From an optimization exercise on the open Yosys and OpenROAD flow, aimed at small area; shortcuts taken in it are not production practice. Function was checked by simulation only, so behaviour that the tests miss may differ from the original. Power and IR drop assume default switching activity.

==> flow/design.v <==
package cpu_pkg;
    localparam int REG_ZERO = 0;
    localparam int REG_RA   = 31;
    localparam int CPU_DW   = 32;
    localparam int CPU_AW   = 5;
    localparam int MAX_NR   = 4;
    function automatic bit rf_params_ok(int depth, int aw, int nr);
        rf_params_ok = (nr >= 1) && (nr <= MAX_NR) && (aw >= 1) && (aw < 31) && (depth == (1 << aw));
    endfunction
endpackage
module regfile_scoreboard
#(
    parameter int DEPTH    = 32,
    parameter int AW       = cpu_pkg::CPU_AW,
    parameter bit ZERO_REG = 1'b1
)(
    input  logic             clk,
    input  logic             rst_n,
    input  logic [DEPTH-1:0] wr_dec_i,
    input  logic             issue_en_i,
    input  logic [AW-1:0]    issue_addr_i,
    input  logic             flush_i,
    output logic [DEPTH-1:0] pend_o,
    output logic             sb_empty_o
);
    logic [DEPTH-1:0] pend_q;
    logic [DEPTH-1:0] pend_d;
    always_comb begin
        pend_d = pend_q;
        for (int i = 0; i < DEPTH; i++) begin
            if (issue_en_i && (issue_addr_i == AW'(i)) && !(ZERO_REG && (i == cpu_pkg::REG_ZERO))) begin
                pend_d[i] = 1'b1;
            end else if (flush_i) begin
                pend_d[i] = 1'b0;
            end else if (wr_dec_i[i]) begin
                pend_d[i] = 1'b0;
            end
        end
    end
    always_ff @(posedge clk or negedge rst_n) begin
        if (!rst_n) begin
            pend_q <= '0;
        end else begin
            pend_q <= pend_d;
        end
    end
    assign pend_o     = pend_q;
    assign sb_empty_o = ~|pend_q;
endmodule
module regfile_sb
#(
    parameter int DW       = cpu_pkg::CPU_DW,
    parameter int DEPTH    = 32,
    parameter int AW       = cpu_pkg::CPU_AW,
    parameter int NR       = 2,
    parameter bit ZERO_REG = 1'b1,
    parameter bit BYPASS   = 1'b1
)(
    input  logic             clk,
    input  logic             rst_n,
    input  logic             wr_en,
    input  logic [AW-1:0]    wr_addr,
    input  logic [DW-1:0]    wr_data,
    input  logic             issue_en,
    input  logic [AW-1:0]    issue_addr,
    input  logic             flush,
    input  logic [NR*AW-1:0] rd_addr,
    output logic [NR*DW-1:0] rd_data,
    output logic [NR-1:0]    rd_pending,
    output logic             sb_empty
);
    generate
        if (!cpu_pkg::rf_params_ok(DEPTH, AW, NR)) begin : g_bad_params
            $error("regfile_sb: unsupported parameters DEPTH=%0d AW=%0d NR=%0d", DEPTH, AW, NR);
        end
    endgenerate
    localparam int LO = ZERO_REG ? 1 : 0;
    logic [DW-1:0]    mem_q [DEPTH];
    logic [DEPTH-1:0] vld_q;
    logic [DEPTH-1:0] we;
    logic [DEPTH-1:0] pend;
    for (genvar i = 0; i < DEPTH; i++) begin : g_row
        if (i < LO) begin : g_zero
            assign we[i]    = 1'b0;
            assign vld_q[i] = 1'b0;
            assign mem_q[i] = '0;
        end else begin : g_reg
            assign we[i] = wr_en && (wr_addr == AW'(i));
            logic          we_n;
            logic [DW-1:0] mem_d;
            assign we_n = !we[i];
            for (genvar b = 0; b < DW; b++) begin : g_bit
                regfile_hold u_hold (
                    .we_i   (we[i]),
                    .we_n_i (we_n),
                    .q_i    (mem_q[i][b]),
                    .d_i    (wr_data[b]),
                    .next_o (mem_d[b])
                );
            end
            always_ff @(posedge clk) begin
                mem_q[i] <= mem_d;
            end
            always_ff @(posedge clk or negedge rst_n) begin
                if (!rst_n) begin
                    vld_q[i] <= 1'b0;
                end else if (we[i]) begin
                    vld_q[i] <= 1'b1;
                end
            end
        end
    end
    regfile_scoreboard #(
        .DEPTH    (DEPTH),
        .AW       (AW),
        .ZERO_REG (ZERO_REG)
    ) u_sb (
        .clk          (clk),
        .rst_n        (rst_n),
        .wr_dec_i     (we),
        .issue_en_i   (issue_en),
        .issue_addr_i (issue_addr),
        .flush_i      (flush),
        .pend_o       (pend),
        .sb_empty_o   (sb_empty)
    );
    localparam int NS  = ZERO_REG ? DEPTH : DEPTH + 1;
    localparam int BYP = ZERO_REG ? 0 : DEPTH;
    for (genvar k = 0; k < NR; k++) begin : g_rd
        logic [AW-1:0]    addr;
        logic             is_zero;
        logic             hit;
        logic [NS-1:0]    sel;
        logic [DW-1:0]    data;
        assign addr    = rd_addr[k*AW +: AW];
        assign is_zero = ZERO_REG && (addr == AW'(cpu_pkg::REG_ZERO));
        assign hit     = BYPASS && wr_en && (wr_addr == addr) && !is_zero;
        always_comb begin
            for (int i = 0; i < DEPTH; i++) begin
                sel[i] = (i >= LO) && (addr == AW'(i)) && vld_q[i] && !hit;
            end
            sel[BYP] = hit;
        end
        for (genvar b = 0; b < DW; b++) begin : g_bit
            logic [NS-1:0] col;
            for (genvar i = LO; i < DEPTH; i++) begin : g_col
                assign col[i] = mem_q[i][b];
            end
            assign col[BYP] = wr_data[b];
            regfile_rd_bit #(.N(NS)) u_bit (.sel_i(sel), .d_i(col), .q_o(data[b]));
        end
        assign rd_data[k*DW +: DW] = data;
        assign rd_pending[k]       = !is_zero && pend[addr] && !hit;
    end
endmodule
module regfile_rd_bit
#(
    parameter int N = 32
)(
    input  logic [N-1:0] sel_i,
    input  logic [N-1:0] d_i,
    output logic         q_o
);
    localparam int NG3 = N / 3;
    localparam int REM = N % 3;
    logic [NG3-1:0] grp_n;
    for (genvar g = 0; g < NG3; g++) begin : g_grp
        regfile_aoi3 u_aoi (.sel_i(sel_i[3*g +: 3]), .d_i(d_i[3*g +: 3]), .y_n_o(grp_n[g]));
    end
    assign q_o = ~&grp_n | |(sel_i[N-1:3*NG3] & d_i[N-1:3*NG3]);
endmodule
module regfile_aoi3
(
    input  logic [2:0] sel_i,
    input  logic [2:0] d_i,
    output logic       y_n_o
);
    assign y_n_o = ~|(sel_i & d_i);
endmodule
module regfile_hold
(
    input  logic we_i,
    input  logic we_n_i,
    input  logic q_i,
    input  logic d_i,
    output logic next_o
);
    assign next_o = (we_i | q_i) & (we_n_i | d_i);
endmodule
==> flow/config.mk <==
export PLATFORM = sky130hd
export DESIGN_NAME = regfile_sb
export DESIGN_NICKNAME = regfile_sb
export VERILOG_FILES = /design/flow/design.v
export SDC_FILE = /design/flow/constraint.sdc
export NUM_CORES = 4
export LEC_CHECK = 0
export CAP_MARGIN = 20
export CORE_MARGIN = 2
export CORE_UTILIZATION = 40
export SLEW_MARGIN = 20
export SYNTH_HIERARCHICAL = 1
export SYNTH_MINIMUM_KEEP_SIZE = 0
==> flow/constraint.sdc <==
create_clock -name core_clock -period 8.0 [get_ports {clk}]
set_input_delay 1.6000 -clock core_clock [delete_from_list [all_inputs] [get_ports {clk}]]
set_output_delay 1.6000 -clock core_clock [all_outputs]
set_load 0.01 [all_outputs]
standard.sh (not shown) runs the stock make flow with config.mk's settings and CLKGATE_MAP_FILE= SYNTH_SCRIPT=/design/flow/synth_recipe.tcl, a recipe that flattens the netlist after the stock synthesis.
==> flow/flow/run.sh <==
#!/bin/bash
# Own layout flow: the standard flow (standard.sh, with its unchanged synthesis) with
# area-minded settings for two steps of the layout:
#  - port buffers: every input and output port still gets its own buffer, a buf_1 instead of
#    the default clkdlybuf4s50_1;
#  - clock tree: clkbuf_8 buffers in clusters of at most 12 sinks within 60 um, instead of
#    clkbuf_16, and no dummy loads; the tree stays balanced (no skew is used on purpose);
# Each step's full output is in its own log in this folder (and ORFS's logs under orfs/logs).
set -euo pipefail
bash standard.sh synth > synth.log 2>&1
bash standard.sh finish \
  "BUFFER_PORTS_ARGS=-inputs -outputs -buffer_cell sky130_fd_sc_hd__buf_1" \
  "CTS_ARGS=-sink_clustering_enable -repair_clock_nets -dont_use_dummy_load -buf_list {sky130_fd_sc_hd__clkbuf_8} -sink_clustering_size 12 -sink_clustering_max_diameter 60" \
  > layout.log 2>&1
The first run passed the timing, design-rule and antenna checks.
Then changed:
--- a/flow/config.mk
+++ b/flow/config.mk
@@ -7,6 +7,6 @@
 export LEC_CHECK = 0
-export CAP_MARGIN = 20
+export CAP_MARGIN = 40
 export CORE_MARGIN = 2
 export CORE_UTILIZATION = 40
-export SLEW_MARGIN = 20
+export SLEW_MARGIN = 40
 export SYNTH_HIERARCHICAL = 1
Effect:
- The changed run ran to the end with no violations
- total power is about the same
- setup slack is better by 0.0091 ns
- clock-buffer cell count drops by 2
- via count drops by 0.39%
- die area stays the same


regfile_sb, a different RTL version from the one above (not shown whole).
Size: roughly 3,400 cells after synthesis, roughly 41,000 µm² of cells after synthesis.
export LEC_CHECK = 0
export CAP_MARGIN = 20
export CORE_MARGIN = 2
export CORE_UTILIZATION = 40
export SLEW_MARGIN = 20
export SYNTH_HIERARCHICAL = 1
export SYNTH_MINIMUM_KEEP_SIZE = 0
create_clock -name core_clock -period 8.0 [get_ports {clk}]
==> flow/flow/run.sh <==
#!/bin/bash
# Own layout flow: the standard flow (standard.sh, with its unchanged synthesis) with
# area-minded settings for two steps of the layout:
#  - port buffers: every input and output port still gets its own buffer, a buf_1 instead of
#    the default clkdlybuf4s50_1;
#  - clock tree: clkbuf_8 buffers in clusters of at most 12 sinks within 60 um, instead of
#    clkbuf_16, and no dummy loads; the tree stays balanced (no skew is used on purpose).
# Each step's full output is in its own log in this folder (and ORFS's logs under orfs/logs).
set -euo pipefail
bash standard.sh synth > synth.log 2>&1
bash standard.sh finish \
  "BUFFER_PORTS_ARGS=-inputs -outputs -buffer_cell sky130_fd_sc_hd__buf_1" \
  "CTS_ARGS=-sink_clustering_enable -repair_clock_nets -dont_use_dummy_load -buf_list {sky130_fd_sc_hd__clkbuf_8} -sink_clustering_size 12 -sink_clustering_max_diameter 60" \
  > layout.log 2>&1
==> next run, changes <==
--- a/flow/flow/run.sh
+++ b/flow/flow/run.sh
@@ -6 +6 @@
-#  - clock tree: clkbuf_8 buffers in clusters of at most 12 sinks within 60 um, instead of
+#  - clock tree: clkbuf_8 buffers in clusters of at most 15 sinks within 65 um, instead of
@@ -13 +13 @@
-  "CTS_ARGS=-sink_clustering_enable -repair_clock_nets -dont_use_dummy_load -buf_list {sky130_fd_sc_hd__clkbuf_8} -sink_clustering_size 12 -sink_clustering_max_diameter 60" \
+  "CTS_ARGS=-sink_clustering_enable -repair_clock_nets -dont_use_dummy_load -buf_list {sky130_fd_sc_hd__clkbuf_8} -sink_clustering_size 15 -sink_clustering_max_diameter 65" \
Routed wire length is about the same.
Global-route usage is about the same.
Total power falls slightly.

-- what the ideal ports hide --
How much do the figures lean on ideal ports? The routed layouts below were timed once more, with nothing changed but the port constraints.
Step 1 assumes that a clkbuf_16 drives the clock port and a buf_2 every other input.
Step 2 adds t to the input delays and takes it off the output delays; t is the mean of the earliest and latest rising clock arrival at the registers after step 1. Input paths then give back, and output paths get back, about the clock's delay inside the block.
a / b / c = ideal ports / drivers / drivers and shift; a / b = the first two.
run	t, ns	slack for setup (ns)	worst setup path after step 2
the first run of note 1	0.841	0.673 / 0.644 / 0.644	input to output
the second run of note 1	0.806	0.682 / 0.656 / 0.656	input to output
the first run of note 2	0.812	0.636 / 0.611 / 0.611	input to output
the second run of note 2	0.814	0.608 / 0.585 / 0.585	input to output
After both steps setup and hold are still met in every run listed. For the first run of note 1, which loses most, drivers alone change the setup slack by -0.029 ns; drivers and shift together by -0.029 ns.
